What follows belongs to an exercise in optimizing a design on an open flow for small area, a short achievable clock period and few clock cycles; a production flow would make more cautious choices.
In this exercise RTL edits were held to simulation tests only and were not proved equivalent to the original.
Power and IR drop assume default switching activity.

JK:
==> flow/design.v <==
package sha256_pkg;
  localparam int SHA_BLOCK_W   = 512;
  localparam int SHA_DIGEST_W  = 256;
  localparam int BLK_BYTES     = SHA_BLOCK_W / 8;
  localparam int LEN_FIELD_OFS = 56;
  localparam logic [7:0] PAD_BYTE = 8'h80;
  typedef enum logic [1:0] {
    PH_DATA = 2'd0,    
    PH_PAD  = 2'd1,    
    PH_LEN  = 2'd2     
  } pad_phase_t;
endpackage
import sha256_pkg::*;
module sha256_blk_buf (
  input  logic                   Clk,
  input  logic                   shift,      
  input  logic [7:0]             in_byte,
  input  logic                   load,       
  output logic [SHA_BLOCK_W-1:0] rd_data
);
  logic [SHA_BLOCK_W-1:0] stage_q;
  logic [SHA_BLOCK_W-1:0] out_q;
  always_ff @(posedge Clk) begin
    if (shift) begin
      stage_q <= {stage_q[SHA_BLOCK_W-9:0], in_byte};
    end
    if (load) begin
      out_q <= stage_q;
    end
  end
  assign rd_data = out_q;
endmodule
import sha256_pkg::*;
module sha256_msg_padder #(
  parameter int LEN_W   = 64,
  parameter int TIMEOUT = 4096
) (
  input  logic                   Clk,
  input  logic                   Rst,
  input  logic [7:0]             i_Byte,
  input  logic                   i_fValid,
  input  logic                   i_fLast,
  output logic                   o_fReady,
  output logic [SHA_BLOCK_W-1:0] o_Data,
  output logic                   o_fStart,
  output logic                   o_fFirst,
  input  logic                   i_fDone,
  output logic                   o_fMsgDone,
  output logic                   o_fErr
);
  localparam int TMO_W  = $clog2(TIMEOUT) + 1;    
  localparam int HI_W   = LEN_W - 9;              
  localparam int CH_W   = 8;                      
  localparam int N_CH   = (HI_W + CH_W - 1) / CH_W;
  sha256_pkg::pad_phase_t ph_q, ph_d;
  logic              need80_q, need80_d;
  logic [5:0]        pos_q, pos_d;           
  logic              full_q, full_d;         
  logic              s_final_q, s_final_d;   
  logic              first_pend_q, first_pend_d;
  logic              ready_q, ready_d;       
  logic [5:0]        lo_q, lo_d;             
  logic [HI_W-1:0]   hi_q, hi_d;             
  logic [N_CH-1:0]   cy_q, cy_d;             
  logic              hi_ones_q;
  logic              live_q;                 
  logic              start_q, busy_q, out_q, out_d;    
  logic              go_idle_q, go_ack_q, pad_go_q, shift_en_q;
  logic              tmo_pre_q;              
  logic              len_last_q;             
  logic              r_first_q, r_final_q;
  logic [TMO_W-1:0]  tcnt_q, tcnt_d;
  logic              msgdone_q, err_q, err_d;
  logic              accept, shift, xfer, ack, tmo, flush, near_tmo, len_end, clr, inc;
  logic [7:0]        in_byte, len_byte;
  logic [63:0]       len_field;
  assign len_field = {hi_q, lo_q, 3'b000};
  assign len_byte  = len_field[63 - 8*pos_q[2:0] -: 8];
  sha256_blk_buf u_buf (
    .Clk     (Clk),
    .shift   (shift),
    .in_byte (in_byte),
    .load    (xfer),
    .rd_data (o_Data)
  );
  always_comb begin
    accept   = i_fValid & shift_en_q & ~pad_go_q;
    ack      = out_q & i_fDone;
    tmo      = tmo_pre_q & ~i_fDone;                  
    near_tmo = out_q & ~i_fDone & (tcnt_q == TMO_W'(TIMEOUT - 1));
    flush    = tmo & ~r_final_q;
    xfer     = go_idle_q | (go_ack_q & i_fDone);    
    shift    = (i_fValid | pad_go_q) & shift_en_q;   
    len_end  = len_last_q & pad_go_q;                 
    clr      = flush | len_end | ~live_q;
    inc      = (ph_q == PH_DATA) & accept;
    case (ph_q)
      PH_DATA: in_byte = i_Byte;
      PH_PAD:  in_byte = need80_q ? PAD_BYTE : 8'h00;
      default: in_byte = len_byte;
    endcase
    ph_d     = ph_q;
    need80_d = need80_q;
    case (ph_q)
      PH_DATA: if (accept && i_fLast) begin
        ph_d     = PH_PAD;
        need80_d = 1'b1;
      end
      PH_PAD: if (shift) begin
        need80_d = 1'b0;
        if (pos_q == 6'(LEN_FIELD_OFS - 1)) ph_d = PH_LEN;
      end
      default: if (len_end) ph_d = PH_DATA;
    endcase
    pos_d        = shift ? pos_q + 6'd1 : pos_q;
    full_d       = (shift & (pos_q == 6'd63)) | (full_q & ~xfer);
    s_final_d    = len_end | (s_final_q & ~xfer);
    first_pend_d = xfer ? s_final_q : first_pend_q;
    if (flush) begin
      ph_d         = PH_DATA;
      need80_d     = 1'b0;
      pos_d        = '0;
      full_d       = 1'b0;
      s_final_d    = 1'b0;
      first_pend_d = 1'b1;
    end
    ready_d = (ph_d == PH_DATA) & ~full_d & ~near_tmo;
    lo_d = lo_q + 6'(inc);
    hi_d = hi_inc;
    cy_d = cy_nxt;
    if (clr) begin
      lo_d = '0;
      hi_d = '0;
      cy_d = '0;
    end
    out_d  = (busy_q & ~out_q) | (out_q & ~i_fDone & ~tcnt_q[TMO_W-1]);
    tcnt_d = xfer ? '0 : (out_q ? tcnt_q + TMO_W'(1) : tcnt_q);
    err_d  = err_q | tmo | (inc & (lo_q == 6'd63) & hi_ones_q);
  end
  logic [HI_W-1:0] hi_inc;
  logic [N_CH-1:0] cy_nxt;
  for (genvar c = 0; c < N_CH; c++) begin : g_hi
    localparam int W = (c == N_CH - 1) ? HI_W - CH_W * c : CH_W;
    logic cin;
    assign cin = cy_q[c];
    assign hi_inc[CH_W*c +: W] = hi_q[CH_W*c +: W] + W'(cin);
    if (c + 1 < N_CH) begin : g_cy
      assign cy_nxt[c + 1] = cin & (&hi_q[CH_W*c +: W]);
    end
  end
  assign cy_nxt[0] = inc & (lo_q == 6'd63);
  always_ff @(posedge Clk or posedge Rst) begin
    if (Rst) begin
      ph_q         <= PH_DATA;
      need80_q     <= 1'b0;
      pos_q        <= '0;
      full_q       <= 1'b0;
      s_final_q    <= 1'b0;
      first_pend_q <= 1'b1;
      ready_q      <= 1'b0;
      live_q       <= 1'b0;
      start_q      <= 1'b0;
      busy_q       <= 1'b0;
      go_idle_q    <= 1'b0;
      go_ack_q     <= 1'b0;
      pad_go_q     <= 1'b0;
      shift_en_q   <= 1'b0;
      tmo_pre_q    <= 1'b0;
      len_last_q   <= 1'b0;
      out_q        <= 1'b0;
      msgdone_q    <= 1'b0;
      err_q        <= 1'b0;
    end else begin
      ph_q         <= ph_d;
      need80_q     <= need80_d;
      pos_q        <= pos_d;
      full_q       <= full_d;
      s_final_q    <= s_final_d;
      first_pend_q <= first_pend_d;
      ready_q      <= ready_d;
      live_q       <= 1'b1;
      start_q      <= xfer;
      busy_q       <= xfer | out_d;
      go_idle_q    <= full_d & ~(xfer | out_d);
      go_ack_q     <= full_d & out_d;
      pad_go_q     <= (ph_d != PH_DATA) & ~full_d;
      shift_en_q   <= ready_d | ((ph_d != PH_DATA) & ~full_d);
      tmo_pre_q    <= near_tmo;
      len_last_q   <= (ph_d == PH_LEN) & (pos_d == 6'd63);
      out_q        <= out_d;
      msgdone_q    <= ack & r_final_q;
      err_q        <= err_d;
    end
  end
  always_ff @(posedge Clk) begin
    lo_q      <= lo_d;
    hi_q      <= hi_d;
    cy_q      <= cy_d;
    hi_ones_q <= &hi_q;
  end
  always_ff @(posedge Clk) begin
    if (xfer) begin
      r_first_q <= first_pend_q;
      r_final_q <= s_final_q;
    end
    tcnt_q <= tcnt_d;
  end
  assign o_fReady   = ready_q;
  assign o_fStart   = start_q;
  assign o_fFirst   = r_first_q;
  assign o_fMsgDone = msgdone_q;
  assign o_fErr     = err_q;
endmodule
export LEC_CHECK = 0
export CAP_MARGIN = 20
export CORE_MARGIN = 2
export CORE_UTILIZATION = 40
export CTS_CLUSTER_DIAMETER = 150
export CTS_CLUSTER_SIZE = 30
export SETUP_SLACK_MARGIN = 2.8
export SLEW_MARGIN = 20
create_clock -name core_clock -period 5.0 [get_ports {Clk}]
standard.sh (not shown) runs the stock make flow with config.mk's settings and CLKGATE_MAP_FILE= SYNTH_SCRIPT=/design/flow/synth_recipe.tcl, a recipe that flattens the netlist after the stock synthesis.
==> flow/flow/run.sh <==
#!/bin/bash
# Own layout flow: the standard layout with two changes:
# - the port buffers are sky130_fd_sc_hd__buf_1 (buffer_ports' default pick is
#   a delay cell, clkdlybuf4s50_1);
# - after global placement the output buffers, and the registers that drive
#   only them, are moved next to their pins (flow/obuf_near_driver.tcl).
set -euo pipefail
WORK=$(cd "$(dirname "$0")/.." && pwd)
cd "$WORK"
bash standard.sh "BUFFER_PORTS_ARGS=-buffer_cell sky130_fd_sc_hd__buf_1" \
  "POST_GLOBAL_PLACE_TCL=$WORK/flow/obuf_near_driver.tcl" \
  "POST_DETAIL_ROUTE_TCL=$WORK/flow/unfirm.tcl" finish \
  > "$WORK/standard_finish.log" 2>&1
Other scripts of this flow, unchanged in this note and not shown: flow/flow/obuf_near_driver.tcl, flow/flow/unfirm.tcl
JK: PASS, flow complete, no timing, DRC or antenna violations
Testbench counts of JK, summed over its fixed seeds: cycles 56,712.
Relative to JK, the following input files were edited for MS:
- CTS_BUF_LIST: unset -> sky130_fd_sc_hd__clkbuf_8 sky130_fd_sc_hd__clkbuf_16
==> flow/flow/run.sh <==
#!/bin/bash
# Own layout flow: the standard layout with two changes:
# - the port buffers are sky130_fd_sc_hd__buf_2 (buffer_ports' default pick is
#   a delay cell, clkdlybuf4s50_1);
# - after global placement the output buffers, and the registers that drive
#   only them, are moved next to their pins (flow/obuf_near_driver.tcl).
set -euo pipefail
WORK=$(cd "$(dirname "$0")/.." && pwd)
cd "$WORK"
bash standard.sh "BUFFER_PORTS_ARGS=-buffer_cell sky130_fd_sc_hd__buf_2" \
  "POST_GLOBAL_PLACE_TCL=$WORK/flow/obuf_near_driver.tcl" \
  "POST_DETAIL_ROUTE_TCL=$WORK/flow/unfirm.tcl" finish \
  > "$WORK/standard_finish.log" 2>&1
Notes after the runs:
JK reached the final stage; the timing, DRC and antenna checks on its layout passed. MS ended with every stage complete and zero timing, DRC or antenna violations. Critical path's slowest cell = sky130_fd_sc_hd__dfrtp_1: JK; critical path's slowest cell = sky130_fd_sc_hd__edfxtp_1: MS. Going from JK to MS, met2 demand-to-capacity share in global routing -1.3 points; core utilization +0.63 points; number of antenna violations at the first check in global routing -2; share of cells above drive strength 1 +24 points.
What AL does differently from MS at the input level:
- CTS_BUF_LIST no longer set, was sky130_fd_sc_hd__clkbuf_8 sky130_fd_sc_hd__clkbuf_16
-- flow/flow/run.sh --
<<< MS, line 11
  "POST_GLOBAL_PLACE_TCL=$WORK/flow/obuf_near_driver.tcl" \
  "POST_DETAIL_ROUTE_TCL=$WORK/flow/unfirm.tcl" finish \
  > "$WORK/standard_finish.log" 2>&1
>>> AL, line 11
  "POST_GLOBAL_PLACE_TCL=$WORK/flow/obuf_near_driver.tcl" \
  "POST_DETAIL_ROUTE_TCL=$WORK/flow/unfirm.tcl" \
  "CTS_ARGS=-sink_clustering_enable -repair_clock_nets -sink_clustering_size 30 -sink_clustering_max_diameter 150 -sink_clustering_levels 2" finish \
  > "$WORK/standard_finish.log" 2>&1
Notes after the runs:
AL vs. MS: share of the cycle needed by the critical path after routing ~0 delta, clock-cell share of area ~0 delta, wire length after detailed routing barely changed, combinational share of power essentially unchanged.
Between AL and MS, it is AL whose first-iteration DRC count is lower, by 166.
In terms of overall power consumption, MS and AL differ only marginally.
Edits applied to the flow inputs when going from AL to TR:
-- flow/flow/run.sh --
<<< AL, line 11
  "POST_GLOBAL_PLACE_TCL=$WORK/flow/obuf_near_driver.tcl" \
  "POST_DETAIL_ROUTE_TCL=$WORK/flow/unfirm.tcl" \
  "CTS_ARGS=-sink_clustering_enable -repair_clock_nets -sink_clustering_size 30 -sink_clustering_max_diameter 150 -sink_clustering_levels 2" finish \
  > "$WORK/standard_finish.log" 2>&1
>>> TR, line 11
  "POST_GLOBAL_PLACE_TCL=$WORK/flow/obuf_near_driver.tcl" \
  "POST_DETAIL_ROUTE_TCL=$WORK/flow/unfirm.tcl" finish \
  > "$WORK/standard_finish.log" 2>&1
- Logic depth of the worst register-to-register path came out exactly the same in AL and TR.
- Comparing TR against AL, there is no change at all in count of fill cells added during filler insertion.
- Re critical path depth: no difference whatsoever between AL and TR.

[afterwards: timing with drivers on the ports]
The results above use ideal ports. As a check the final layouts listed here were re-extracted and re-timed, cells and wires unchanged.
Step 1 sets driving cells, clkbuf_16 on the clock port and buf_2 on the other inputs (assumed; they add their load-dependent delay and slew).
Step 2 moves the port delays by t, midway between the first and last clock arrival at a register: inputs arrive t later, outputs are due t later. That takes back most of the time a late clock gives input paths.
a / b / c = ideal / step 1 / step 2; a / b = the first two.
run | t (ns) | slack for setup (ns) | hold slack, ns
JK | 0.665 | 2.831 / 2.771 / 2.291 | 0.430 / 0.430 / 0.430
MS | 0.665 | 2.844 / 2.786 / 2.298 | 0.431 / 0.431 / 0.431
AL | 0.663 | 2.840 / 2.782 / 2.286 | 0.432 / 0.432 / 0.432
TR | 0.663 | 2.840 / 2.782 / 2.286 | 0.432 / 0.432 / 0.432
After both steps setup and hold are still met in every run listed.
